Background: an optimization exercise with open tools, aiming at a short achievable clock period and few clock cycles. Do not read the settings as production practice.
Only simulation tests tie the RTL to the original design; equivalence was not proved.
Power figures rest on the tool's default switching activity, not on a simulated workload.

File: design/flow/design.v
module cpu_apb (
	input  logic        clk,
	input  logic        rst_n,
	input  logic        psel,
	input  logic        penable,
	input  logic        pwrite,
	input  logic [11:0] paddr,
	input  logic [15:0] pwdata,
	output logic [15:0] prdata,
	output logic        pready,
	output logic        pslverr
);
	localparam int W  = 3;        
	localparam int FW = 3;        
	localparam int QS = 8;        
	logic [15:0] imem [64];
	logic [5:0]  succ [64];   
	logic [5:0]  dep [64];    
	logic        depv [64];
	logic [15:0] dmem [64];
	logic [15:0] rf [16];
	logic       busy_q;    
	logic       fin_q;     
	logic [1:0] st_q;      
	logic [5:0] hpc_q;     
	logic       fin_nx;
	logic       hq_nx;
	logic [1:0] st_nx;
	logic [5:0] hpc_nx;
	logic       busy_nx;   
	logic       start;
	logic        setup;
	logic        a_imem, a_dmem, a_ctrl, a_stat, a_bad;
	logic [5:0]  ba_q;
	logic [63:0] ba_oh;
	logic [15:0] bd_q;
	logic        biw_q, bdw_q, bdr_q;
	logic        pready_q, pslverr_q;
	logic [15:0] prdata_q;
	logic [15:0] brd;
	assign setup  = psel & ~penable;
	assign a_imem = paddr[11:6] == 6'h00;
	assign a_dmem = paddr[11:6] == 6'h08;
	assign a_ctrl = paddr == 12'h100;
	assign a_stat = paddr == 12'h104;
	assign a_bad  = ~(a_imem | a_dmem | a_ctrl | a_stat);
	assign busy_nx = busy_q & ~fin_q;
	assign start   = setup & pwrite & a_ctrl & pwdata[0] & ~busy_nx;
	always_comb begin
		for (int i = 0; i < 64; i++) ba_oh[i] = ba_q == 6'(i);
		brd = '0;
		for (int i = 0; i < 64; i++) brd = brd | ({16{ba_oh[i]}} & dmem[i]);
	end
	always_ff @(posedge clk or negedge rst_n) begin
		if (!rst_n) begin
			biw_q <= 1'b0;
			bdw_q <= 1'b0;
			bdr_q <= 1'b0;
		end else begin
			biw_q <= setup & a_imem & pwrite & ~busy_nx;
			bdw_q <= setup & a_dmem & pwrite & ~busy_nx;
			bdr_q <= setup & a_dmem & ~pwrite & ~busy_nx;
		end
	end
	logic [15:0] bm_q;
	logic [15:0] bm_in;
	always_comb begin
		bm_in = '0;
		for (int i = 0; i < 64; i++) bm_in = bm_in | ({16{pwdata[5:0] == 6'(i)}} & imem[i]);
	end
	always_ff @(posedge clk) begin
		if (setup) begin
			ba_q      <= paddr[5:0];
			bd_q      <= pwdata;
			bm_q      <= bm_in;
			pready_q  <= ~(a_dmem & ~pwrite & ~busy_nx);
			pslverr_q <= a_bad | ((a_imem | a_dmem) & busy_nx);
		end else begin
			pready_q  <= 1'b1;
		end
		if (bdr_q) begin
			prdata_q <= brd;
		end else begin
			prdata_q <= {hpc_nx, 8'b0, st_nx};
		end
	end
	assign prdata  = prdata_q;
	assign pready  = pready_q;
	assign pslverr = pslverr_q;
	logic        fon_q;
	logic [5:0]  f_q;
	logic [63:0] f_oh;       
	logic [15:0] w [FW];
	logic [5:0]  s [FW];     
	logic        fj [FW], fh [FW];
	logic [5:0]  nf;         
	logic        fe;
	logic [2:0]  fk;         
	logic        fstop;      
	logic [5:0]  fhpc;
	logic [5:0]  succ_nx [64];
	logic [3:0]  cnt_q;      
	always_comb begin
		for (int k = 0; k < FW; k++) begin
			w[k] = '0;
			s[k] = '0;
			for (int i = 0; i < 64; i++) begin
				w[k] = w[k] | ({16{f_oh[(i + 64 - k) % 64]}} & imem[i]);
				s[k] = s[k] | ({6{f_oh[(i + 64 - k) % 64]}} & succ[i]);
			end
			fj[k] = w[k][15:12] == 4'd11;
			fh[k] = w[k][15:12] == 4'd12;
		end
	end
	assign fe = (fon_q & (cnt_q <= 4'(QS - FW))) | start;
	always_comb begin
		logic cut;
		cut   = 1'b0;
		fk    = 3'd0;
		fstop = 1'b0;
		nf    = w[0][5:0];
		fhpc  = f_q;
		for (int k = 0; k < FW; k++) begin
			if (!cut) begin
				if (fj[k]) begin
					cut = 1'b1;
				end else begin
					fk = 3'(k + 1);
					nf = s[k];
					if (fh[k]) begin
						cut   = 1'b1;
						fstop = 1'b1;
						fhpc  = f_q + 6'(k);
					end
				end
			end
		end
		if (!fe) fk = 3'd0;
	end
	always_ff @(posedge clk or negedge rst_n) begin
		if (!rst_n) begin
			fon_q <= 1'b0;
		end else if (fe) begin
			fon_q <= ~fstop;
		end
	end
	logic [63:0] nf_oh;
	always_comb begin
		logic all;
		nf_oh = '0;
		for (int i = 0; i < 64; i++) nf_oh[i] = fj[0] & (w[0][5:0] == 6'(i));
		all = ~fj[0];
		for (int k = 0; k < FW; k++) begin
			if (k > 0) all = all & ~fj[k];
			for (int i = 0; i < 64; i++) begin
				nf_oh[i] = nf_oh[i] | (all & ((k == FW - 1) || fj[(k + 1) % FW]) & (s[k] == 6'(i)));
			end
		end
	end
	always_ff @(posedge clk) begin
		if (fe) begin
			f_q  <= nf;
			f_oh <= nf_oh;
		end else if (~fon_q) begin
			f_q <= succ_nx[63];
			for (int i = 0; i < 64; i++) f_oh[i] <= succ_nx[63] == 6'(i);
		end
	end
	localparam int E_H    = 16;   
	localparam int E_WR   = 17;   
	localparam int E_XW   = 18;   
	localparam int E_LW   = 19;
	localparam int E_SW   = 20;
	localparam int E_USEA = 21;   
	localparam int E_USEB = 22;   
	localparam int E_LLI  = 23;
	localparam int E_SUB  = 24;
	localparam int E_ADD  = 25;   
	localparam int E_AND  = 26;
	localparam int E_OR   = 27;   
	localparam int E_XOR  = 28;
	localparam int E_SLL  = 29;
	localparam int E_SRL  = 30;
	localparam int E_SRA  = 31;
	localparam int E_SB   = 32;   
	localparam int E_S1OH = 36;   
	localparam int E_SBOH = 52;   
	localparam int EB     = 68;
	logic [EB-1:0] fe_e [FW];    
	logic [EB-1:0] q_e [QS];     
	logic [QS-1:0] hd_oh;        
	logic [QS-1:0] tl_oh;        
	logic [EB-1:0] re [W];       
	logic          re_v [W];
	logic          re_h [W + 1];
	logic          iss [W];
	logic          nsel [W + 1];   
	logic          rem_gt0;        
	always_comb begin
		for (int k = 0; k < FW; k++) begin
			logic [3:0] op;
			logic [3:0] sbr;
			op = w[k][15:12];
			sbr = (op == 4'd9) ? w[k][11:8] : w[k][3:0];
			fe_e[k] = '0;
			fe_e[k][15:0]   = w[k];
			fe_e[k][E_H]    = op == 4'd12;
			fe_e[k][E_WR]   = (op <= 4'd8) | (op == 4'd10);
			fe_e[k][E_XW]   = (op <= 4'd7) | (op == 4'd10);
			fe_e[k][E_LW]   = op == 4'd8;
			fe_e[k][E_SW]   = op == 4'd9;
			fe_e[k][E_USEA] = op <= 4'd9;
			fe_e[k][E_USEB] = (op <= 4'd4) | (op == 4'd9);
			fe_e[k][E_LLI]  = op == 4'd10;
			fe_e[k][E_SUB]  = op == 4'd1;
			fe_e[k][E_ADD]  = op <= 4'd1;
			fe_e[k][E_AND]  = op == 4'd2;
			fe_e[k][E_OR]   = (op == 4'd3) | (op == 4'd10);
			fe_e[k][E_XOR]  = op == 4'd4;
			fe_e[k][E_SLL]  = op == 4'd5;
			fe_e[k][E_SRL]  = op == 4'd6;
			fe_e[k][E_SRA]  = op == 4'd7;
			fe_e[k][E_SB +: 4] = sbr;
			for (int r = 0; r < 16; r++) begin
				fe_e[k][E_S1OH + r] = w[k][7:4] == 4'(r);
				fe_e[k][E_SBOH + r] = sbr == 4'(r);
			end
		end
	end
	always_comb begin
		for (int i = 0; i <= W; i++) begin
			logic [EB-1:0] e;
			e = '0;
			for (int p = 0; p < QS; p++) e = e | ({EB{hd_oh[(p + QS - i) % QS]}} & q_e[p]);
			if (i < W) begin
				re[i]   = e;
				re_v[i] = cnt_q > 4'(i);
			end
			re_h[i] = e[E_H];
		end
		for (int k = 0; k <= W; k++) begin
			nsel[k] = ((k == 0) ? 1'b1 : iss[(k + W - 1) % W]) & ((k == W) ? 1'b1 : ~iss[k % W]);
		end
		rem_gt0 = 1'b0;
		for (int k = 0; k <= W; k++) rem_gt0 = rem_gt0 | (nsel[k] & (cnt_q > 4'(k)));
		rem_gt0 = rem_gt0 & ~fin_q;
	end
	always_ff @(posedge clk or negedge rst_n) begin
		if (!rst_n) begin
			cnt_q <= '0;
			hd_oh <= QS'(1);
			tl_oh <= QS'(1);
		end else begin
			if (fin_q) begin
				cnt_q <= 4'(fk);
				hd_oh <= {hd_oh[QS-2:0], hd_oh[QS-1]};
			end else begin
				cnt_q <= cnt_q + 4'(fk) - (nsel[1] ? 4'd1 : nsel[2] ? 4'd2 : nsel[3] ? 4'd3 : 4'd0);
				for (int k = 0; k <= W; k++) begin
					if (nsel[k]) hd_oh <= (hd_oh << k) | (hd_oh >> (QS - k));
				end
			end
			for (int k = 1; k <= FW; k++) begin
				if (fk == 3'(k)) tl_oh <= (tl_oh << k) | (tl_oh >> (QS - k));
			end
		end
	end
	always_ff @(posedge clk) begin
		for (int p = 0; p < QS; p++) begin
			for (int k = 0; k < FW; k++) begin
				if (fk > 3'(k) && tl_oh[(p + QS - k) % QS]) q_e[p] <= fe_e[k];
			end
		end
	end
	logic [3:0]  r_d [W];
	logic [3:0]  r_s1 [W];
	logic [3:0]  r_sb [W];
	logic        r_v [W], r_lu [W], r_ok [W];
	logic [15:0] r_a [W];
	logic [15:0] r_b [W];
	logic        x_wr [W], x_ld [W], x_st [W];
	logic [3:0]  x_d [W];
	logic [15:0] x_res [W];
	logic        m_ld [W], m_st [W];
	logic [3:0]  m_d [W];
	logic [5:0]  m_addr [W];
	logic [63:0] m_oh [W];
	logic [15:0] m_sd [W];
	logic [15:0] m_res [W];
	always_comb begin
		for (int i = 0; i < W; i++) begin
			r_d[i]  = re[i][11:8];
			r_s1[i] = re[i][7:4];
			r_sb[i] = re[i][E_SB +: 4];
			r_v[i]  = re_v[i] & ~re[i][E_H];
		end
		for (int i = 0; i < W; i++) begin
			r_lu[i] = 1'b0;
			for (int j = 0; j < W; j++) begin
				r_lu[i] = r_lu[i] | (x_ld[j] & ((re[i][E_USEA] & (x_d[j] == r_s1[i])) | (re[i][E_USEB] & (x_d[j] == r_sb[i]))));
			end
			r_ok[i] = r_v[i] & ~r_lu[i];
			for (int j = 0; j < i; j++) begin
				r_ok[i] = r_ok[i]
				        & ~(re[j][E_WR] & ((re[i][E_USEA] & (r_d[j] == r_s1[i])) | (re[i][E_USEB] & (r_d[j] == r_sb[i]))))
				        & ~(re[j][E_LW] & re[i][E_WR] & (r_d[j] == r_d[i]));
			end
			iss[i] = r_ok[i];
			if (i > 0) iss[i] = iss[i] & iss[i - 1];
		end
	end
	logic [15:0] rfa [W];
	logic [15:0] rfb [W];
	always_comb begin
		for (int i = 0; i < W; i++) begin
			logic       hxa [W];
			logic       hxb [W];
			logic       hma [W];
			logic       hmb [W];
			logic       ta, tb;
			rfa[i] = '0;
			rfb[i] = '0;
			for (int k = 0; k < 16; k++) begin
				rfa[i] = rfa[i] | ({16{re[i][E_S1OH + k]}} & rf[k]);
				rfb[i] = rfb[i] | ({16{re[i][E_SBOH + k]}} & rf[k]);
			end
			for (int j = 0; j < W; j++) begin
				hxa[j] = x_wr[j] & (x_d[j] == r_s1[i]);
				hxb[j] = x_wr[j] & (x_d[j] == r_sb[i]);
				hma[j] = m_ld[j] & (m_d[j] == r_s1[i]);
				hmb[j] = m_ld[j] & (m_d[j] == r_sb[i]);
			end
			ta = 1'b0;
			tb = 1'b0;
			r_a[i] = '0;
			r_b[i] = '0;
			for (int j = W - 1; j >= 0; j--) begin
				r_a[i] = r_a[i] | ({16{hxa[j] & ~ta}} & x_res[j]);
				r_b[i] = r_b[i] | ({16{hxb[j] & ~tb}} & x_res[j]);
				ta = ta | hxa[j];
				tb = tb | hxb[j];
			end
			for (int j = W - 1; j >= 0; j--) begin
				r_a[i] = r_a[i] | ({16{hma[j] & ~ta}} & m_res[j]);
				r_b[i] = r_b[i] | ({16{hmb[j] & ~tb}} & m_res[j]);
				ta = ta | hma[j];
				tb = tb | hmb[j];
			end
			r_a[i] = r_a[i] | ({16{~ta}} & rfa[i]);
			r_b[i] = r_b[i] | ({16{~tb}} & rfb[i]);
		end
	end
	logic [15:0] x_a [W];
	logic [15:0] x_b [W];
	logic        x_cin [W];
	logic        x_add [W], x_and [W], x_or [W], x_xor [W], x_sll [W], x_srl [W], x_sra [W];
	logic [3:0]  x_k [W];       
	logic [15:0] x_sum [W];
	logic [5:0]  x_ma [W];
	always_ff @(posedge clk or negedge rst_n) begin
		if (!rst_n) begin
			for (int i = 0; i < W; i++) begin
				x_wr[i] <= 1'b0;
				x_ld[i] <= 1'b0;
				x_st[i] <= 1'b0;
			end
		end else begin
			for (int i = 0; i < W; i++) begin
				x_wr[i] <= iss[i] & re[i][E_XW];
				x_ld[i] <= iss[i] & re[i][E_LW];
				x_st[i] <= iss[i] & re[i][E_SW];
			end
		end
	end
	always_ff @(posedge clk) begin
		for (int i = 0; i < W; i++) begin
			x_d[i]   <= r_d[i];
			x_a[i]   <= {16{~re[i][E_LLI]}} & r_a[i];
			x_b[i]   <= re[i][E_LLI] ? {{8{re[i][7]}}, re[i][7:0]} : ({16{re[i][E_SUB]}} ^ r_b[i]);
			x_cin[i] <= re[i][E_SUB];
			x_add[i] <= re[i][E_ADD];
			x_and[i] <= re[i][E_AND];
			x_or[i]  <= re[i][E_OR];
			x_xor[i] <= re[i][E_XOR];
			x_sll[i] <= re[i][E_SLL];
			x_srl[i] <= re[i][E_SRL];
			x_sra[i] <= re[i][E_SRA];
			x_k[i]   <= re[i][3:0];
		end
	end
	always_comb begin
		for (int i = 0; i < W; i++) begin
			x_sum[i] = x_a[i] + x_b[i] + {15'd0, x_cin[i]};
			x_res[i] = ({16{x_add[i]}} & x_sum[i])
			         | ({16{x_and[i]}} & (x_a[i] & x_b[i]))
			         | ({16{x_or[i]}}  & (x_a[i] | x_b[i]))
			         | ({16{x_xor[i]}} & (x_a[i] ^ x_b[i]))
			         | ({16{x_sll[i]}} & (x_a[i] << x_k[i]))
			         | ({16{x_srl[i]}} & (x_a[i] >> x_k[i]))
			         | ({16{x_sra[i]}} & 16'($signed(x_a[i]) >>> x_k[i]));
			x_ma[i]  = x_a[i][5:0] + {2'b00, x_k[i]};
		end
	end
	always_ff @(posedge clk or negedge rst_n) begin
		if (!rst_n) begin
			for (int i = 0; i < W; i++) begin
				m_ld[i] <= 1'b0;
				m_st[i] <= 1'b0;
			end
		end else begin
			for (int i = 0; i < W; i++) begin
				m_ld[i] <= x_ld[i];
				m_st[i] <= x_st[i];
			end
		end
	end
	always_ff @(posedge clk) begin
		for (int i = 0; i < W; i++) begin
			m_d[i]    <= x_d[i];
			m_addr[i] <= x_ma[i];
			for (int k = 0; k < 64; k++) m_oh[i][k] <= x_ma[i] == 6'(k);
			m_sd[i]   <= x_b[i];
		end
	end
	logic [15:0] mrd [W];
	always_comb begin
		for (int i = 0; i < W; i++) begin
			mrd[i] = '0;
			for (int k = 0; k < 64; k++) mrd[i] = mrd[i] | ({16{m_oh[i][k]}} & dmem[k]);
			m_res[i] = mrd[i];
			for (int j = 0; j < i; j++) begin
				if (m_st[j] && m_addr[j] == m_addr[i]) m_res[i] = m_sd[j];
			end
		end
	end
	always_ff @(posedge clk or negedge rst_n) begin
		if (!rst_n) begin
			for (int k = 0; k < 16; k++) rf[k] <= '0;
		end else begin
			for (int k = 0; k < 16; k++) begin
				for (int j = 0; j < W; j++) begin
					if (m_ld[j] && m_d[j] == 4'(k)) rf[k] <= m_res[j];
				end
				for (int j = 0; j < W; j++) begin
					if (x_wr[j] && x_d[j] == 4'(k)) rf[k] <= x_res[j];
				end
			end
		end
	end
	always_ff @(posedge clk) begin
		for (int k = 0; k < 64; k++) begin
			if (bdw_q && ba_oh[k]) dmem[k] <= bd_q;
			for (int j = 0; j < W; j++) begin
				if (m_st[j] && m_oh[j][k]) dmem[k] <= m_sd[j];
			end
		end
	end
	logic [5:0]  bt;
	logic        bj;
	assign bt = bd_q[5:0];
	assign bj = bd_q[15:12] == 4'd11;
	always_comb begin
		for (int a = 0; a < 64; a++) begin
			succ_nx[a] = succ[a];
			if (biw_q && ba_oh[(a + 1) % 64]) begin
				succ_nx[a] = bj ? (((bm_q[15:12] == 4'd11) && (bt != ba_q)) ? bm_q[5:0] : bt) : ba_q;
			end else if (biw_q && depv[a] && dep[a] == ba_q) begin
				succ_nx[a] = bj ? bt : ba_q;
			end
		end
	end
	always_ff @(posedge clk) begin
		for (int a = 0; a < 64; a++) begin
			succ[a] <= succ_nx[a];
			if (biw_q && ba_oh[a]) imem[a] <= bd_q;
			if (biw_q && ba_oh[(a + 1) % 64]) begin
				dep[a]  <= bt;
				depv[a] <= bj;
			end
		end
	end
	logic xmem_nx;
	always_comb begin
		xmem_nx = 1'b0;
		for (int i = 0; i < W; i++) xmem_nx = xmem_nx | (iss[i] & (re[i][E_LW] | re[i][E_SW]));
	end
	always_comb begin
		hq_nx = 1'b0;
		for (int k = 0; k <= W; k++) hq_nx = hq_nx | (nsel[k] & re_h[k]);
		hq_nx = busy_q & (rem_gt0 ? hq_nx : ((fk != 3'd0) & fh[0]));
	end
	assign fin_nx = busy_q & ~fin_q & hq_nx & ~xmem_nx;
	assign st_nx  = start ? 2'd1 : (hq_nx ? 2'd2 : st_q);
	assign hpc_nx = (fe & fstop) ? fhpc : hpc_q;
	always_ff @(posedge clk or negedge rst_n) begin
		if (!rst_n) begin
			busy_q <= 1'b0;
			fin_q  <= 1'b0;
			st_q   <= 2'd0;
			hpc_q  <= '0;
		end else begin
			busy_q <= start | busy_nx;
			fin_q  <= fin_nx;
			st_q   <= st_nx;
			hpc_q  <= hpc_nx;
		end
	end
endmodule
File: design/flow/run.sh
#!/bin/bash
# synth_recipe.tcl (not shown) runs the flow's synth.tcl, then flattens the netlist and writes it again
# the make line also repeats each setting of config.mk as NAME=value (left out here)
make -C /OpenROAD-flow-scripts/flow DESIGN_CONFIG=/design/flow/config.mk WORK_HOME=/design/flow/orfs CLKGATE_MAP_FILE= SYNTH_SCRIPT=/design/flow/synth_recipe.tcl finish
File: design/flow/config.mk
export PLATFORM = sky130hd
export DESIGN_NAME = cpu_apb
export DESIGN_NICKNAME = cpu_apb
export VERILOG_FILES = /design/flow/design.v
export SDC_FILE = /design/flow/constraint.sdc
export NUM_CORES = 4
export LEC_CHECK = 0
export ABC_CLOCK_PERIOD_IN_PS = 2500
export CAP_MARGIN = 20
export CORE_MARGIN = 2
export CORE_UTILIZATION = 32
export PLACE_DENSITY = 0.55
export SETUP_SLACK_MARGIN = 5
export SLEW_MARGIN = 20
export TNS_END_PERCENT = 5
File: design/flow/constraint.sdc
create_clock -name core_clock -period 7.5 [get_ports {clk}]
set_input_delay 1.5000 -clock core_clock [delete_from_list [all_inputs] [get_ports {clk}]]
set_output_delay 1.5000 -clock core_clock [all_outputs]
set_load 0.01 [all_outputs]
==> metrics list, run 1 <==
- Run status: stopped before the end
* Last flow stage reached: global routing
- Error message: [ERROR GRT-0116] Global routing finished with congestion. Check the congestion regions in the DRC Viewer.
- Die H: 923.8 um
* HPWL reported at the end of detailed placement: 2033000 um
- Entering global routing, the biggest net connects 160 pins.
* Root Buffer Master: sky130_fd_sc_hd__clkbuf_16
* Starting utilization of the core area: 32.13%
* Synthesized instance count: 30.53k
- During placement, the flow inserted port buffers numbering 50.
* Mean area per synthesized cell: 8.868 um2
- Clock Sinks: 3847
- Measured along the x axis, the die boundary spans 923.8 um.
- Syn Std Cell Area: 270700 um2
* Total congestion overflow: 232
- The number of different library cells used by synthesis comes to 120.
- Across every metal layer, demand over resource in global routing totals 71.85%.
* Number of rows in the core area: 337
- Synthesized netlist net count: 30.69k
- Vias in the first global route: 342.6k
- Routability-driven placement finished with a final weighted congestion of 1.350.
- Portion of the post-synthesis area used by sequential elements: 40.49%
- EDFF count, synth: 3105
- Clock tree synthesis inserted a total of 478 buffers.
- Global-route wire length before repair: 4008000 um
- The Yosys step of the flow raised 67 warnings.
* Maximum clock path buffer count: 4
- In this run the number of H-tree levels came out at 5.
- The synthesized design contains 3847 register bits.
* Primary FF master, synth: sky130_fd_sc_hd__edfxtp_1
* Fraction of registers with async set/reset: 7.928%
* I/O Pins: 51
- Number of buffers added to fix hold violations after cts: 0
[cell usage after synthesis (all sizes together) (120+ instances only)]
cell / count / area share [%]
a221oi: 2196 / 7.1
o211ai: 247 / 0.68
o21ai: 3030 / 5.6
inv: 271 / 0.38
a22oi: 1895 / 5.3
and2: 129 / 0.30
a22o: 2099 / 6.8
mux2i: 729 / 2.7
dfxtp: 437 / 3.2
mux2: 328 / 1.4
nand3: 2377 / 4.4
dfrtp: 303 / 2.8
nand4: 922 / 2.2
nor4: 152 / 0.41
xnor2: 290 / 0.94
a21oi: 979 / 1.8
nor3: 161 / 0.31
nor2: 1716 / 2.4
ha: 120 / 0.55
edfxtp: 3105 / 34
a31oi: 148 / 0.34
nand2: 3711 / 5.1
clkbuf: 2518 / 3.5
buf: 970 / 1.9
a211oi: 227 / 0.64
xor2: 364 / 1.2
[worst max-delay path by stage]
stage	slack, ns	to	from
after global placement	0.73	f_oh[13]	f_oh[53]
after detailed placement	1.27	prdata_q[11]	f_oh[0]
after floorplan	2.82	cnt_q[3]	psel
after CTS	3.11	cnt_q[3]	f_oh[31]
[layer usage]
metal / overflow / GRT usage [%]
met1: 36 / 75.49
met2: 76 / 82.33
met3: 40 / 62.06
met4: 76 / 62.04
met5: 4 / 44.18
[power groups by stage]
stage / clock, uW / sequential [uW] / combinational (uW)
floorplan: 0 / 25300 / 21500
global placement: 0 / 29200 / 40000
detailed placement: 0 / 29200 / 40300
CTS: 25100 / 28300 / 43700
[metrics by stage]
step,instances,setup slack [ns],power (uW),cell area [um2]
2_1_floorplan,30530,2.816,46850,270900
3_3_place_gp,40450,0.7339,69210,292000
3_5_place_dp,40480,1.269,69490,292700
4_1_cts,42190,3.112,97140,323600
[timing repair]
item / CTS
endpoints found under the hold margin: 0
gates resized for setup: 1108
gates cloned: 112
pin swaps: 205
buffers inserted: 691
endpoints found under the setup margin: 5882
[logic make-up after synthesis]
kind of cell	count (synthesis)	share of synthesized area [%]
AOI/OAI and AO/OA	11360	29.98
xor gates and xnor gates	654	2.116
adders and majority gates	131	0.6360
buffers and inverters	3764	5.737
DFF	3847	40.49
muxes	1115	4.545
and+or+nand+nor	9655	16.49
Testbench counts, summed over its fixed seeds: cycles 4,408.
==> run 2, diff against run 1 <==
--- a/design/flow/design.v
+++ b/design/flow/design.v
@@ -89,7 +89,10 @@
 	assign pslverr = pslverr_q;
 	logic        fon_q;
 	logic [5:0]  f_q;
-	logic [63:0] f_oh;       
+	logic [15:0] f_row;      
+	logic [3:0]  f_col;      
+	logic [15:0] bw [4];     
+	logic [5:0]  bs [4];
 	logic [15:0] w [FW];
 	logic [5:0]  s [FW];     
 	logic        fj [FW], fh [FW];
@@ -99,20 +102,33 @@
 	logic        fstop;      
 	logic [5:0]  fhpc;
 	logic [5:0]  succ_nx [64];
-	logic [3:0]  cnt_q;      
+	logic        fspace;     
 	always_comb begin
+		for (int b = 0; b < 4; b++) begin
+			logic        ge;      
+			logic [15:0] row;
+			ge = 1'b0;
+			for (int c = 0; c <= b; c++) ge = ge | f_col[c];
+			row = ge ? f_row : {f_row[14:0], f_row[15]};
+			bw[b] = '0;
+			bs[b] = '0;
+			for (int r = 0; r < 16; r++) begin
+				bw[b] = bw[b] | ({16{row[r]}} & imem[4 * r + b]);
+				bs[b] = bs[b] | ({6{row[r]}} & succ[4 * r + b]);
+			end
+		end
 		for (int k = 0; k < FW; k++) begin
 			w[k] = '0;
 			s[k] = '0;
-			for (int i = 0; i < 64; i++) begin
-				w[k] = w[k] | ({16{f_oh[(i + 64 - k) % 64]}} & imem[i]);
-				s[k] = s[k] | ({6{f_oh[(i + 64 - k) % 64]}} & succ[i]);
+			for (int c = 0; c < 4; c++) begin
+				w[k] = w[k] | ({16{f_col[c]}} & bw[(c + k) % 4]);
+				s[k] = s[k] | ({6{f_col[c]}} & bs[(c + k) % 4]);
 			end
 			fj[k] = w[k][15:12] == 4'd11;
 			fh[k] = w[k][15:12] == 4'd12;
 		end
 	end
-	assign fe = (fon_q & (cnt_q <= 4'(QS - FW))) | start;
+	assign fe = (fon_q & fspace) | start;
 	always_comb begin
 		logic cut;
 		cut   = 1'b0;
@@ -144,26 +160,31 @@
 			fon_q <= ~fstop;
 		end
 	end
-	logic [63:0] nf_oh;
+	logic [15:0] nf_row;
+	logic [3:0]  nf_col;
 	always_comb begin
-		logic all;
-		nf_oh = '0;
-		for (int i = 0; i < 64; i++) nf_oh[i] = fj[0] & (w[0][5:0] == 6'(i));
+		logic all, pk;
+		nf_row = '0;
+		nf_col = '0;
+		for (int r = 0; r < 16; r++) nf_row[r] = fj[0] & (w[0][5:2] == 4'(r));
+		for (int c = 0; c < 4; c++)  nf_col[c] = fj[0] & (w[0][1:0] == 2'(c));
 		all = ~fj[0];
 		for (int k = 0; k < FW; k++) begin
 			if (k > 0) all = all & ~fj[k];
-			for (int i = 0; i < 64; i++) begin
-				nf_oh[i] = nf_oh[i] | (all & ((k == FW - 1) || fj[(k + 1) % FW]) & (s[k] == 6'(i)));
-			end
+			pk = all & ((k == FW - 1) || fj[(k + 1) % FW]);
+			for (int r = 0; r < 16; r++) nf_row[r] = nf_row[r] | (pk & (s[k][5:2] == 4'(r)));
+			for (int c = 0; c < 4; c++)  nf_col[c] = nf_col[c] | (pk & (s[k][1:0] == 2'(c)));
 		end
 	end
 	always_ff @(posedge clk) begin
 		if (fe) begin
-			f_q  <= nf;
-			f_oh <= nf_oh;
+			f_q   <= nf;
+			f_row <= nf_row;
+			f_col <= nf_col;
 		end else if (~fon_q) begin
 			f_q <= succ_nx[63];
-			for (int i = 0; i < 64; i++) f_oh[i] <= succ_nx[63] == 6'(i);
+			for (int r = 0; r < 16; r++) f_row[r] <= succ_nx[63][5:2] == 4'(r);
+			for (int c = 0; c < 4; c++)  f_col[c] <= succ_nx[63][1:0] == 2'(c);
 		end
 	end
 	localparam int E_H    = 16;   
@@ -196,6 +217,8 @@
 	logic          iss [W];
 	logic          nsel [W + 1];   
 	logic          rem_gt0;        
+	logic [QS-1:0] q_vb;           
+	logic          re_vv [W + 1];
 	always_comb begin
 		for (int k = 0; k < FW; k++) begin
 			logic [3:0] op;
@@ -232,30 +255,42 @@
 			logic [EB-1:0] e;
 			e = '0;
 			for (int p = 0; p < QS; p++) e = e | ({EB{hd_oh[(p + QS - i) % QS]}} & q_e[p]);
+			re_vv[i] = 1'b0;
+			for (int p = 0; p < QS; p++) re_vv[i] = re_vv[i] | (hd_oh[(p + QS - i) % QS] & q_vb[p]);
 			if (i < W) begin
 				re[i]   = e;
-				re_v[i] = cnt_q > 4'(i);
+				re_v[i] = re_vv[i];
 			end
 			re_h[i] = e[E_H];
 		end
+		fspace = 1'b0;
+		for (int p = 0; p < QS; p++) fspace = fspace | (tl_oh[(p + QS - (FW - 1)) % QS] & ~q_vb[p]);
 		for (int k = 0; k <= W; k++) begin
 			nsel[k] = ((k == 0) ? 1'b1 : iss[(k + W - 1) % W]) & ((k == W) ? 1'b1 : ~iss[k % W]);
 		end
 		rem_gt0 = 1'b0;
-		for (int k = 0; k <= W; k++) rem_gt0 = rem_gt0 | (nsel[k] & (cnt_q > 4'(k)));
+		for (int k = 0; k <= W; k++) rem_gt0 = rem_gt0 | (nsel[k] & re_vv[k]);
 		rem_gt0 = rem_gt0 & ~fin_q;
 	end
 	always_ff @(posedge clk or negedge rst_n) begin
 		if (!rst_n) begin
-			cnt_q <= '0;
+			q_vb  <= '0;
 			hd_oh <= QS'(1);
 			tl_oh <= QS'(1);
 		end else begin
+			for (int p = 0; p < QS; p++) begin
+				logic used, wr;
+				used = fin_q & hd_oh[p];
+				for (int k = 1; k <= W; k++) begin
+					for (int j = 0; j < k; j++) used = used | (~fin_q & nsel[k] & hd_oh[(p + QS - j) % QS]);
+				end
+				wr = 1'b0;
+				for (int k = 0; k < FW; k++) wr = wr | ((fk > 3'(k)) & tl_oh[(p + QS - k) % QS]);
+				q_vb[p] <= (q_vb[p] & ~used) | wr;
+			end
 			if (fin_q) begin
-				cnt_q <= 4'(fk);
 				hd_oh <= {hd_oh[QS-2:0], hd_oh[QS-1]};
 			end else begin
-				cnt_q <= cnt_q + 4'(fk) - (nsel[1] ? 4'd1 : nsel[2] ? 4'd2 : nsel[3] ? 4'd3 : 4'd0);
 				for (int k = 0; k <= W; k++) begin
 					if (nsel[k]) hd_oh <= (hd_oh << k) | (hd_oh >> (QS - k));
 				end
--- a/design/flow/config.mk
+++ b/design/flow/config.mk
@@ -8,8 +8,8 @@
 export ABC_CLOCK_PERIOD_IN_PS = 2500
 export CAP_MARGIN = 20
 export CORE_MARGIN = 2
-export CORE_UTILIZATION = 32
-export PLACE_DENSITY = 0.55
+export CORE_UTILIZATION = 28
+export PLACE_DENSITY = 0.5
 export SETUP_SLACK_MARGIN = 5
 export SLEW_MARGIN = 20
-export TNS_END_PERCENT = 5
+export TNS_END_PERCENT = 10
==> run 2 against run 1 <==
Net effect: synthesized area decreased by 5.0%; synthesized cell count decreased by 3.4%; the run again fails in global routing.
==> metrics list, run 2 <==
- Count of state elements after synthesis: 3807
* Most numerous cell in the Yosys netlist: sky130_fd_sc_hd__nand2_1
- HPWL reported at the end of detailed placement: 2030000 um
* EDFF count, synth: 3061
- Portion of the post-synthesis area used by sequential elements: 42.16%
- The count of buffers added on input and output ports is 50.
* Routability cong.: 1.266
- Total congestion overflow: 7
* Horizontal die dimension: 962.3 um
* H-tree levels: 5
- By count the netlist is led by 3619 x sky130_fd_sc_hd__nand2_1, 3267 x sky130_fd_sc_hd__o21ai_0, 3061 x sky130_fd_sc_hd__edfxtp_1, 2798 x sky130_fd_sc_hd__clkbuf_1, 2496 x sky130_fd_sc_hd__nand3_1.
- I/O Pins: 51
* Synthesized netlist net count: 29.65k
- Counting along the longest clock path gives a buffer depth of 5.
* Number of buffers added to fix hold violations after cts: 0
* Cell taking the most area after synthesis: sky130_fd_sc_hd__edfxtp_1
- Error message: [ERROR GRT-0232] Routing congestion too high. Check the congestion heatmap in the GUI.
* Syn Std Cell Area: 257100 um2
* Number of rows in the core area: 352
- Prior to clock tree synthesis, the placed netlist has a worst setup slack of 0.4419 ns.
- Clock Sinks: 3807
- Counting flops with an async set or reset pin after synthesis yields a share of 8.117%.
* Number of warning messages in the yosys log: 70
- Mean area per synthesized cell: 8.717 um2
- Share of Yosys cell area claimed by the top area cell type: 35.75%
- CTS buffer count: 499
- The root buffer cell chosen for the clock tree is sky130_fd_sc_hd__clkbuf_16.
- For this run, the leading register cell type out of synthesis is sky130_fd_sc_hd__edfxtp_1.
* Largest net degree at the start of global routing: 130
- The initial utilization of the core area, before any placement, comes to 28.04%.
* Overall global routing resource usage: 62.70%
- Last flow stage reached: global routing
- The die is 962.3 um tall.
- Summing all placed instances gives a cell area of 281900 um2.
- Count of distinct cell types in the synthesized netlist: 107
- Synthesized instance count: 29.50k
- Run status: stopped before the end
- Cell types with the largest area share after synthesis: sky130_fd_sc_hd__edfxtp_1 36%, sky130_fd_sc_hd__o21ai_0 6.4%, sky130_fd_sc_hd__nand2_1 5.3%
[run 2: cell count changes after synthesis, moves of 124 or more]
cell | previous run | this run
sky130_fd_sc_hd__a21oi_1 | 975 | 1271
sky130_fd_sc_hd__a221oi_1 | 2193 | 1520
sky130_fd_sc_hd__mux2i_1 | 729 | 605
sky130_fd_sc_hd__a22o_1 | 2099 | 1401
sky130_fd_sc_hd__nand3_1 | 2365 | 2496
sky130_fd_sc_hd__o21ai_0 | 2884 | 3267
sky130_fd_sc_hd__clkbuf_1 | 2518 | 2798
sky130_fd_sc_hd__buf_2 | 514 | 139
sky130_fd_sc_hd__mux2_2 | 324 | 154
sky130_fd_sc_hd__a22oi_1 | 1854 | 1728
[run 2: per-layer routing]
| metal | track usage [%] | overflow |
|---|---|---|
| met4 | 53.73 | 0 |
| met2 | 76.05 | 3 |
| met5 | 29.37 | 2 |
| met3 | 47.12 | 2 |
| met1 | 67.78 | 0 |
[run 2: through the flow]
stage | instances | total power, uW | util [%]
2_1_floorplan | 29500 | 74490 | -
3_3_place_gp | 40520 | 140700 | 30.69
3_5_place_dp | 40530 | 140800 | 30.74
4_1_cts | 41940 | 168900 | 33.57
[run 2: cell families after synthesis]
family,share of synthesized area [%]
muxes,3.698
AOI/OAI and AO/OA,28.42
xor gates and xnor gates,2.224
and+or+nand+nor,17.40
DFF,42.16
adders and majority gates,0.6200
buffers and inverters,5.479
[run 2: how the worst max path moves through the flow]
stage	from	endpoint	slack [ns]	depth (start not counted)
3_3_place_gp	hd_oh[0]	x_b[0][5]	-0.11	12
3_5_place_dp	f_col[1]	q_e[2][49]	0.44	15
2_1_floorplan	f_col[1]	q_vb[6]	2.64	16
4_1_cts	x_a[1][1]	x_a[2][15]	2.32	12
[run 2: power by group through the flow]
stage                     Combinational, uW  Sequential (uW)  Clock (uW)
after floorplan                       48100            26400           0
after global placement               107000            34000           0
after detailed placement             107000            33900           0
after CTS                            110000            33200       25600
[run 2: repair_timing]
action                                   CTS
gates resized for setup                  623
pin swaps                                153
cloned                                   109
setup buffers                            390
endpoints found under the setup margin  5733
Testbench counts of run 2, summed over its fixed seeds: cycles 4,408.
==> run 3, diff against run 2 <==
--- a/design/flow/design.v
+++ b/design/flow/design.v
@@ -11,8 +11,9 @@
 	output logic        pslverr
 );
 	localparam int W  = 3;        
-	localparam int FW = 3;        
-	localparam int QS = 8;        
+	localparam int FW = 4;        
+	localparam int QS = 10;       
+	localparam int MP = 2;        
 	logic [15:0] imem [64];
 	logic [5:0]  succ [64];   
 	logic [5:0]  dep [64];    
@@ -37,7 +38,7 @@
 	logic        biw_q, bdw_q, bdr_q;
 	logic        pready_q, pslverr_q;
 	logic [15:0] prdata_q;
-	logic [15:0] brd;
+	logic        bsi, bsr;   
 	assign setup  = psel & ~penable;
 	assign a_imem = paddr[11:6] == 6'h00;
 	assign a_dmem = paddr[11:6] == 6'h08;
@@ -48,8 +49,6 @@
 	assign start   = setup & pwrite & a_ctrl & pwdata[0] & ~busy_nx;
 	always_comb begin
 		for (int i = 0; i < 64; i++) ba_oh[i] = ba_q == 6'(i);
-		brd = '0;
-		for (int i = 0; i < 64; i++) brd = brd | ({16{ba_oh[i]}} & dmem[i]);
 	end
 	always_ff @(posedge clk or negedge rst_n) begin
 		if (!rst_n) begin
@@ -62,24 +61,19 @@
 			bdr_q <= setup & a_dmem & ~pwrite & ~busy_nx;
 		end
 	end
-	logic [15:0] bm_q;
-	logic [15:0] bm_in;
-	always_comb begin
-		bm_in = '0;
-		for (int i = 0; i < 64; i++) bm_in = bm_in | ({16{pwdata[5:0] == 6'(i)}} & imem[i]);
-	end
+	assign bsi = setup & a_imem & pwrite & ~busy_nx;
+	assign bsr = setup & a_dmem & ~pwrite & ~busy_nx;
 	always_ff @(posedge clk) begin
 		if (setup) begin
 			ba_q      <= paddr[5:0];
 			bd_q      <= pwdata;
-			bm_q      <= bm_in;
 			pready_q  <= ~(a_dmem & ~pwrite & ~busy_nx);
 			pslverr_q <= a_bad | ((a_imem | a_dmem) & busy_nx);
 		end else begin
 			pready_q  <= 1'b1;
 		end
 		if (bdr_q) begin
-			prdata_q <= brd;
+			prdata_q <= m_res[0];
 		end else begin
 			prdata_q <= {hpc_nx, 8'b0, st_nx};
 		end
@@ -89,7 +83,7 @@
 	assign pslverr = pslverr_q;
 	logic        fon_q;
 	logic [5:0]  f_q;
-	logic [15:0] f_row;      
+	logic [15:0] f_rs [4];   
 	logic [3:0]  f_col;      
 	logic [15:0] bw [4];     
 	logic [5:0]  bs [4];
@@ -105,16 +99,11 @@
 	logic        fspace;     
 	always_comb begin
 		for (int b = 0; b < 4; b++) begin
-			logic        ge;      
-			logic [15:0] row;
-			ge = 1'b0;
-			for (int c = 0; c <= b; c++) ge = ge | f_col[c];
-			row = ge ? f_row : {f_row[14:0], f_row[15]};
 			bw[b] = '0;
 			bs[b] = '0;
 			for (int r = 0; r < 16; r++) begin
-				bw[b] = bw[b] | ({16{row[r]}} & imem[4 * r + b]);
-				bs[b] = bs[b] | ({6{row[r]}} & succ[4 * r + b]);
+				bw[b] = bw[b] | ({16{f_rs[b][r]}} & imem[4 * r + b]);
+				bs[b] = bs[b] | ({6{f_rs[b][r]}} & succ[4 * r + b]);
 			end
 		end
 		for (int k = 0; k < FW; k++) begin
@@ -160,31 +149,39 @@
 			fon_q <= ~fstop;
 		end
 	end
-	logic [15:0] nf_row;
+	function automatic logic [15:0] rowsel(input logic [5:0] a, input integer b);
+		logic [15:0] d;
+		for (int r = 0; r < 16; r++) d[r] = a[5:2] == r[3:0];
+		if ({30'd0, a[1:0]} <= b) rowsel = d;
+		else rowsel = {d[14:0], d[15]};
+	endfunction
+	logic [15:0] nf_rs [4];
 	logic [3:0]  nf_col;
 	always_comb begin
 		logic all, pk;
-		nf_row = '0;
-		nf_col = '0;
-		for (int r = 0; r < 16; r++) nf_row[r] = fj[0] & (w[0][5:2] == 4'(r));
-		for (int c = 0; c < 4; c++)  nf_col[c] = fj[0] & (w[0][1:0] == 2'(c));
+		for (int bk = 0; bk < 4; bk++) nf_rs[bk] = {16{fj[0]}} & rowsel(w[0][5:0], bk);
+		for (int c = 0; c < 4; c++) nf_col[c] = fj[0] & (w[0][1:0] == 2'(c));
 		all = ~fj[0];
 		for (int k = 0; k < FW; k++) begin
 			if (k > 0) all = all & ~fj[k];
 			pk = all & ((k == FW - 1) || fj[(k + 1) % FW]);
-			for (int r = 0; r < 16; r++) nf_row[r] = nf_row[r] | (pk & (s[k][5:2] == 4'(r)));
-			for (int c = 0; c < 4; c++)  nf_col[c] = nf_col[c] | (pk & (s[k][1:0] == 2'(c)));
+			for (int bk = 0; bk < 4; bk++) nf_rs[bk] = nf_rs[bk] | ({16{pk}} & rowsel(s[k], bk));
+			for (int c = 0; c < 4; c++) nf_col[c] = nf_col[c] | (pk & (s[k][1:0] == 2'(c)));
 		end
 	end
 	always_ff @(posedge clk) begin
 		if (fe) begin
 			f_q   <= nf;
-			f_row <= nf_row;
+			for (int bk = 0; bk < 4; bk++) f_rs[bk] <= nf_rs[bk];
 			f_col <= nf_col;
+		end else if (bsi) begin
+			f_q <= pwdata[5:0];
+			for (int bk = 0; bk < 4; bk++) f_rs[bk] <= rowsel(pwdata[5:0], bk);
+			for (int c = 0; c < 4; c++) f_col[c] <= pwdata[1:0] == 2'(c);
 		end else if (~fon_q) begin
 			f_q <= succ_nx[63];
-			for (int r = 0; r < 16; r++) f_row[r] <= succ_nx[63][5:2] == 4'(r);
-			for (int c = 0; c < 4; c++)  f_col[c] <= succ_nx[63][1:0] == 2'(c);
+			for (int bk = 0; bk < 4; bk++) f_rs[bk] <= rowsel(succ_nx[63], bk);
+			for (int c = 0; c < 4; c++) f_col[c] <= succ_nx[63][1:0] == 2'(c);
 		end
 	end
 	localparam int E_H    = 16;   
@@ -316,12 +313,12 @@
 	logic        x_wr [W], x_ld [W], x_st [W];
 	logic [3:0]  x_d [W];
 	logic [15:0] x_res [W];
-	logic        m_ld [W], m_st [W];
-	logic [3:0]  m_d [W];
-	logic [5:0]  m_addr [W];
-	logic [63:0] m_oh [W];
-	logic [15:0] m_sd [W];
-	logic [15:0] m_res [W];
+	logic        m_ld [MP], m_st [MP];
+	logic [3:0]  m_d [MP];
+	logic [5:0]  m_addr [MP];
+	logic [63:0] m_oh [MP];
+	logic [15:0] m_sd [MP];
+	logic [15:0] m_res [MP];
 	always_comb begin
 		for (int i = 0; i < W; i++) begin
 			r_d[i]  = re[i][11:8];
@@ -340,49 +337,31 @@
 				        & ~(re[j][E_WR] & ((re[i][E_USEA] & (r_d[j] == r_s1[i])) | (re[i][E_USEB] & (r_d[j] == r_sb[i]))))
 				        & ~(re[j][E_LW] & re[i][E_WR] & (r_d[j] == r_d[i]));
 			end
+			if (i == W - 1) begin
+				r_ok[i] = r_ok[i] & ~((re[0][E_LW] | re[0][E_SW]) & (re[1][E_LW] | re[1][E_SW]) & (re[2][E_LW] | re[2][E_SW]));
+			end
 			iss[i] = r_ok[i];
 			if (i > 0) iss[i] = iss[i] & iss[i - 1];
 		end
 	end
-	logic [15:0] rfa [W];
-	logic [15:0] rfb [W];
+	logic [15:0] rf_nx [16];
 	always_comb begin
-		for (int i = 0; i < W; i++) begin
-			logic       hxa [W];
-			logic       hxb [W];
-			logic       hma [W];
-			logic       hmb [W];
-			logic       ta, tb;
-			rfa[i] = '0;
-			rfb[i] = '0;
-			for (int k = 0; k < 16; k++) begin
-				rfa[i] = rfa[i] | ({16{re[i][E_S1OH + k]}} & rf[k]);
-				rfb[i] = rfb[i] | ({16{re[i][E_SBOH + k]}} & rf[k]);
+		for (int k = 0; k < 16; k++) begin
+			rf_nx[k] = rf[k];
+			for (int j = 0; j < MP; j++) begin
+				if (m_ld[j] && m_d[j] == 4'(k)) rf_nx[k] = m_res[j];
 			end
 			for (int j = 0; j < W; j++) begin
-				hxa[j] = x_wr[j] & (x_d[j] == r_s1[i]);
-				hxb[j] = x_wr[j] & (x_d[j] == r_sb[i]);
-				hma[j] = m_ld[j] & (m_d[j] == r_s1[i]);
-				hmb[j] = m_ld[j] & (m_d[j] == r_sb[i]);
+				if (x_wr[j] && x_d[j] == 4'(k)) rf_nx[k] = x_res[j];
 			end
-			ta = 1'b0;
-			tb = 1'b0;
+		end
+		for (int i = 0; i < W; i++) begin
 			r_a[i] = '0;
 			r_b[i] = '0;
-			for (int j = W - 1; j >= 0; j--) begin
-				r_a[i] = r_a[i] | ({16{hxa[j] & ~ta}} & x_res[j]);
-				r_b[i] = r_b[i] | ({16{hxb[j] & ~tb}} & x_res[j]);
-				ta = ta | hxa[j];
-				tb = tb | hxb[j];
-			end
-			for (int j = W - 1; j >= 0; j--) begin
-				r_a[i] = r_a[i] | ({16{hma[j] & ~ta}} & m_res[j]);
-				r_b[i] = r_b[i] | ({16{hmb[j] & ~tb}} & m_res[j]);
-				ta = ta | hma[j];
-				tb = tb | hmb[j];
+			for (int k = 0; k < 16; k++) begin
+				r_a[i] = r_a[i] | ({16{re[i][E_S1OH + k]}} & rf_nx[k]);
+				r_b[i] = r_b[i] | ({16{re[i][E_SBOH + k]}} & rf_nx[k]);
 			end
-			r_a[i] = r_a[i] | ({16{~ta}} & rfa[i]);
-			r_b[i] = r_b[i] | ({16{~tb}} & rfb[i]);
 		end
 	end
 	logic [15:0] x_a [W];
@@ -436,30 +415,42 @@
 			x_ma[i]  = x_a[i][5:0] + {2'b00, x_k[i]};
 		end
 	end
+	logic [1:0] xp [MP];      
+	logic       xpv [MP];
+	always_comb begin
+		logic m0, m1, m2;
+		m0 = x_ld[0] | x_st[0];
+		m1 = x_ld[1] | x_st[1];
+		m2 = x_ld[2] | x_st[2];
+		xp[0]  = m0 ? 2'd0 : m1 ? 2'd1 : 2'd2;
+		xpv[0] = 1'b1;
+		xp[1]  = (m0 & m1) ? 2'd1 : 2'd2;
+		xpv[1] = m0 | m1;
+	end
 	always_ff @(posedge clk or negedge rst_n) begin
 		if (!rst_n) begin
-			for (int i = 0; i < W; i++) begin
+			for (int i = 0; i < MP; i++) begin
 				m_ld[i] <= 1'b0;
 				m_st[i] <= 1'b0;
 			end
 		end else begin
-			for (int i = 0; i < W; i++) begin
-				m_ld[i] <= x_ld[i];
-				m_st[i] <= x_st[i];
+			for (int i = 0; i < MP; i++) begin
+				m_ld[i] <= xpv[i] & x_ld[xp[i]];
+				m_st[i] <= xpv[i] & x_st[xp[i]];
 			end
 		end
 	end
 	always_ff @(posedge clk) begin
-		for (int i = 0; i < W; i++) begin
-			m_d[i]    <= x_d[i];
-			m_addr[i] <= x_ma[i];
-			for (int k = 0; k < 64; k++) m_oh[i][k] <= x_ma[i] == 6'(k);
-			m_sd[i]   <= x_b[i];
+		for (int i = 0; i < MP; i++) begin
+			m_d[i]    <= x_d[xp[i]];
+			m_addr[i] <= x_ma[xp[i]];
+			for (int k = 0; k < 64; k++) m_oh[i][k] <= (i == 0 && bsr) ? (paddr[5:0] == 6'(k)) : (x_ma[xp[i]] == 6'(k));
+			m_sd[i]   <= x_b[xp[i]];
 		end
 	end
-	logic [15:0] mrd [W];
+	logic [15:0] mrd [MP];
 	always_comb begin
-		for (int i = 0; i < W; i++) begin
+		for (int i = 0; i < MP; i++) begin
 			mrd[i] = '0;
 			for (int k = 0; k < 64; k++) mrd[i] = mrd[i] | ({16{m_oh[i][k]}} & dmem[k]);
 			m_res[i] = mrd[i];
@@ -472,20 +463,13 @@
 		if (!rst_n) begin
 			for (int k = 0; k < 16; k++) rf[k] <= '0;
 		end else begin
-			for (int k = 0; k < 16; k++) begin
-				for (int j = 0; j < W; j++) begin
-					if (m_ld[j] && m_d[j] == 4'(k)) rf[k] <= m_res[j];
-				end
-				for (int j = 0; j < W; j++) begin
-					if (x_wr[j] && x_d[j] == 4'(k)) rf[k] <= x_res[j];
-				end
-			end
+			for (int k = 0; k < 16; k++) rf[k] <= rf_nx[k];
 		end
 	end
 	always_ff @(posedge clk) begin
 		for (int k = 0; k < 64; k++) begin
 			if (bdw_q && ba_oh[k]) dmem[k] <= bd_q;
-			for (int j = 0; j < W; j++) begin
+			for (int j = 0; j < MP; j++) begin
 				if (m_st[j] && m_oh[j][k]) dmem[k] <= m_sd[j];
 			end
 		end
@@ -498,7 +482,7 @@
 		for (int a = 0; a < 64; a++) begin
 			succ_nx[a] = succ[a];
 			if (biw_q && ba_oh[(a + 1) % 64]) begin
-				succ_nx[a] = bj ? (((bm_q[15:12] == 4'd11) && (bt != ba_q)) ? bm_q[5:0] : bt) : ba_q;
+				succ_nx[a] = bj ? (((w[0][15:12] == 4'd11) && (bt != ba_q)) ? w[0][5:0] : bt) : ba_q;
 			end else if (biw_q && depv[a] && dep[a] == ba_q) begin
 				succ_nx[a] = bj ? bt : ba_q;
 			end
--- a/design/flow/config.mk
+++ b/design/flow/config.mk
@@ -7,9 +7,11 @@
 export LEC_CHECK = 0
 export ABC_CLOCK_PERIOD_IN_PS = 2500
 export CAP_MARGIN = 20
+export CELL_PAD_IN_SITES_DETAIL_PLACEMENT = 1
+export CELL_PAD_IN_SITES_GLOBAL_PLACEMENT = 2
 export CORE_MARGIN = 2
-export CORE_UTILIZATION = 28
-export PLACE_DENSITY = 0.5
+export CORE_UTILIZATION = 22
+export PLACE_DENSITY = 0.45
 export SETUP_SLACK_MARGIN = 5
 export SLEW_MARGIN = 20
-export TNS_END_PERCENT = 10
+export TNS_END_PERCENT = 5
==> run 3 against run 2 <==
Net effect: the run now finishes clean; synthesized cell count down 12%; synthesized area fell by 4.9%.
==> metrics list, run 3 <==
- Combinational logic burns 3.3% of the power.
- Net switching is 25.76% of the power.
* Main combinational cell family by area after synthesis: compound AO/OA/AOI/OAI gates
- Crit Reg-Reg Startpoint: dmem[51][0]
- TritonCTS built the clock tree.
* Count of final max-slew check failures: 0
* Total congestion overflow: 0
- 51 I/O pins were placed.
- Maximum clock path buffer count: 5
- Syn Std Cell Area: 244500 um2
- The largest total area in the synthesized netlist belongs to sky130_fd_sc_hd__edfxtp_1.
- The setup path with the least slack is of type register to register.
- Net count of the finished layout: 28.20k
- Die H: 1058 um
- Routability cong.: 1.128
- Synthesized netlist net count: 26.23k
- IO buf count: 50
- The layout has 123.5k filler cells.
- Global-route wire length before repair: 3269000 um
* Fraction of power consumed by the clock network: 52.0%
- DRC violation count after routing: 0
* CTS buffer count: 550
- CTS built an H-tree with a depth of 6.
- The initial antenna violation count is 575.
- STA classifies the critical path startpoint as a register.
- Crit-path max cell delay: 1.08 ns
- CP Data Arrival Time: 7.21 ns
- Mean routed wirelength per cell: 62.98 um
- The hold violation count in the final report was 0.
- The worst setup path is captured at a register.
- DRC violation total after the first TritonRoute iteration: 46.86k
- The wire-length estimate of the detail-placed layout is 2015000 um.
- For the pin with the worst max-slew slack, the measured transition is 1.465 ns.
- Sum of routed wire length over all layers: 2752000 um
* Worst hold-check slack: 0.2505 ns
- Top library cells by usage in the layout, fill and taps aside: 3227 x sky130_fd_sc_hd__edfxtp_1, 3187 x sky130_fd_sc_hd__buf_4, 2764 x sky130_fd_sc_hd__nand2_1
- Overall global routing resource usage: 45.62%
- Of all nets on the critical path, the largest fanout is 4.
- The worst register-to-register path ends at x_b[1][0].
- For this configuration, the core starts out at a cell density of 22.04%.
* Worst clock skew: 0.1598 ns
- Yosys mapped a number of flops with a built-in enable equal to 3227.
- Post-Synth Adder-Cell Area: 0.6621%
- Non-filler cells, final: 43.71k
- Share of Yosys cell area claimed by the top area cell type: 39.63%
* Largest registers: dmem: 1024 flops, imem: 844 flops, q_e: 640 flops
- Derived from the worst setup path, the maximum achievable clock frequency is 160.6 MHz.
- For this design the static power due to leakage is 0.1189 uW.
* List of most frequent post-synthesis cells: 3227 x sky130_fd_sc_hd__edfxtp_1, 2883 x sky130_fd_sc_hd__nand2_1, 2344 x sky130_fd_sc_hd__clkbuf_1, 2333 x sky130_fd_sc_hd__o21ai_0, 1948 x sky130_fd_sc_hd__nor2_1
- By instance count, the leading cell after synthesis is sky130_fd_sc_hd__edfxtp_1.
- Number of warning messages in the yosys log: 61
* Depth of the worst register-to-register path: 12
* Cell chain of the critical path: a22o_1 -> a221oi_2 -> nand4_1 -> or4_4 -> o211ai_1 -> a31oi_4 -> a32oi_4 -> o2111ai_4 -> nor4_2 -> nand4_1 -> xor2_2 -> mux2_4
- The synthesized netlist devotes 1.909% of its cell area to XOR and XNOR gates.
* Largest register by flop count: dmem
* Net load switching power: 13460 uW
- Cell with the largest stage delay on the worst path: sky130_fd_sc_hd__nand4_1
- For the worst-skew pair, the clock arrives at the later sink with an insertion delay of 1.23 ns.
- Core footprint: 1109000 um2
* Sequential group share of total power: 44.7%
- Setup violations remaining at the end of the flow were counted as 0.
* Synthesized instance count: 26.07k
* Portion of the clock cycle consumed by the worst path in the final layout: 83.04%
- Number of rows in the core area: 387
- Max-Cap Viols: 0
- Routed via count divided by cell count: 6.582
- Of the cells placed in the final design, the portion with a size suffix greater than 1 is 26.06%.
- Vias in the first global route: 253.4k
- Mean area per synthesized cell: 9.379 um2
* Area added between synthesis and finish: 33.80%
* Number of buffers added to fix hold violations after cts: 0
- In the post-synthesis netlist, the biggest area contributors are sky130_fd_sc_hd__edfxtp_1 40%, sky130_fd_sc_hd__mux2i_1 5.8%, sky130_fd_sc_hd__o21ai_0 4.8%.
- Hold Path Class: input port to asynchronous set/reset pin
* Power per cell area: 159.7 nW/um2
- Portion of the post-synthesis area used by sequential elements: 45.67%
* Count of distinct cell types in the synthesized netlist: 118
- Slew Limit Headroom: 2.100%
- Multiplexer share of the synthesized area: 6.796%
- Fraction of registers with async set/reset: 8.052%
- Primary FF master, synth: sky130_fd_sc_hd__edfxtp_1
- After clock tree synthesis, the clock-pin slew on the worst setup and hold paths is 0.06 ns.
- Number of placed cells counting well taps: 40.93k
- The synthesized netlist devotes 26.13% of its cell area to compound gates.
* Pre-antenna DRT Iters: 8
- Largest register FFs: 1024
- The die is 1058 um wide.
- The detail route stage leaves a number of antenna-violating nets equal to 0.
- Entering global routing, the biggest net connects 105 pins.
* Register-to-register setup slack: 1.27 ns
- Count of state elements after synthesis: 3887
- Clock Sinks: 3887
- Min cycle time layout: 6.228 ns
- Simple-gate portion of the synthesized area: 13.76%
- The die covers 1120000 um2.
- The library cell used most frequently in the layout, excluding fill and tap cells, is sky130_fd_sc_hd__edfxtp_1.
- Among the stages of the critical path, the cell type that occurs most often is sky130_fd_sc_hd__nand4_1.
- IR analysis of the VDD net gives a maximum drop of 0.0002482 V.
- The cell sitting at the root of the clock tree is a sky130_fd_sc_hd__clkbuf_16.
* Worst path required time: 8.49 ns
- The routed layout has 287.7k vias.
* Internal portion of total power: 38790 uW
* Setup repair after global routing missed its margin: yes
- The flow ran to the end and the layout has no timing, DRC or antenna violations.
[run 3: cell types whose count changed after synthesis, sizes merged, moves of 187 or more]
cell    delta
o22ai    +482
o21ai   -1001
xor2     -192
a221oi   -330
a22o     -326
nor2     +248
clkbuf   -458
nand4    -293
a22oi    -760
o211ai   +221
mux2i    +810
nand2    -736
nor3     +187
nand3   -1802
[run 3: worst max-delay path by stage]
stage / depth (start not counted) / endpoint / start
6_report: 12 / x_b[1][0] / dmem[51][0]
5_1_grt: 17 / x_b[1][0] / m_oh[0][31]
4_1_cts: 16 / x_a[0][12] / m_oh[0][20]
3_5_place_dp: 15 / x_b[1][0] / m_oh[0][1]
3_3_place_gp: 15 / x_b[2][9] / m_oh[0][31]
2_1_floorplan: 9 / q_e[0][0] / psel
[run 3: repair_timing]
item / 4_1_cts / 5_1_grt
pin swaps: 150 / 454
resized for setup: 644 / 2385
buffers inserted: 291 / 908
cloned: 5 / 128
endpoints found under the setup margin: 5808 / 5869
[run 3: power by group through the flow]
stage | logic, uW | registers, uW | clock network [uW]
floorplan | 797 | 23900 | 0
global placement | 1630 | 23800 | 0
detailed placement | 1690 | 23800 | 0
CTS | 1690 | 23400 | 27400
global route | 1820 | 23300 | 28000
finish | 1730 | 23300 | 27200
[run 3: kinds of logic (layout without fill, tap and decap cells)]
| family | after synthesis | in the layout |
|---|---|---|
| compound gates | 9344 | 9344 |
| simple gates | 7412 | 7419 |
| flops | 3887 | 3887 |
| buf+inv | 3210 | 5598 |
| mux | 1562 | 1562 |
| xor+xnor | 533 | 533 |
| fa+ha+maj | 124 | 124 |
| other cells | 0 | 456 |
[run 3: metrics by stage]
stage          setup TNS [ns]  util [%]  area (um2)  total power (uW)  setup slack [ns]
6_report                    0     29.49      327200             52260             1.272
5_1_grt                     0     29.42      326400             53190             1.696
4_1_cts                     0     27.44      304400             52460             1.673
3_5_place_dp         -0.08634     25.34      281200             25520          -0.08634
3_3_place_gp          -0.8625     25.27      280400             25470           -0.2517
2_1_floorplan               0         -      244900             24690             2.889
[run 3: area by class of cell]
class                           count  area (um2)  area share (%)
Timing Repair Buffer             4241       42200           12.90
Sequential cell                  3887      112300           34.33
Multi-Input combinational cell  18980      134000           40.96
Inverter                          383        1485          0.4539
Tap cell                        14780       18500           5.653
Clock buffer                      723       14770           4.514
Clock inverter                    251        2763          0.8444
Antenna cell                      456        1141          0.3488
[run 3: worst max-delay path, delay by kind of cell, from the launching register on]
family | cells | cell delay, ns
simple gates | 4 | 2.33
compound gates | 6 | 2.13
flops | 1 | 0.68
xor+xnor | 1 | 0.53
mux | 1 | 0.36
[run 3: layer usage]
metal / track usage (%) / part of all wire, %
met1: 60.26 / 41
met3: 16.05 / 12
met4: 27.57 / 8.0
met2: 63.34 / 39
met5: 0.5900 / 0.13
Testbench counts of run 3, summed over its fixed seeds: cycles 4,414.

[separate check: timing with driven ports]
The results above use ideal ports. As a check the final layout listed here was re-extracted and re-timed, cells and wires unchanged. Step 1 sets driving cells, clkbuf_16 on the clock port and buf_2 on the other inputs (assumed; they add their load-dependent delay and slew). Step 2 times the ports against the registers' clock, not the clock port: input delays grow and output delays shrink by t, the midpoint of the rising clock arrivals with the driver on. a / b / c = no drivers / after step 1 / after step 2; a / b = the first two.
run: run 3
shift t [ns]: 1.305
slack for setup (ns): 1.272 / 1.272 / 0.891
slew at the worst register clock pin (ns): 0.09 / 0.09
After both steps run 3 still meets setup and hold. The setup slack of run 3 moves by 0.000 ns with the drivers and by -0.381 ns with both steps.
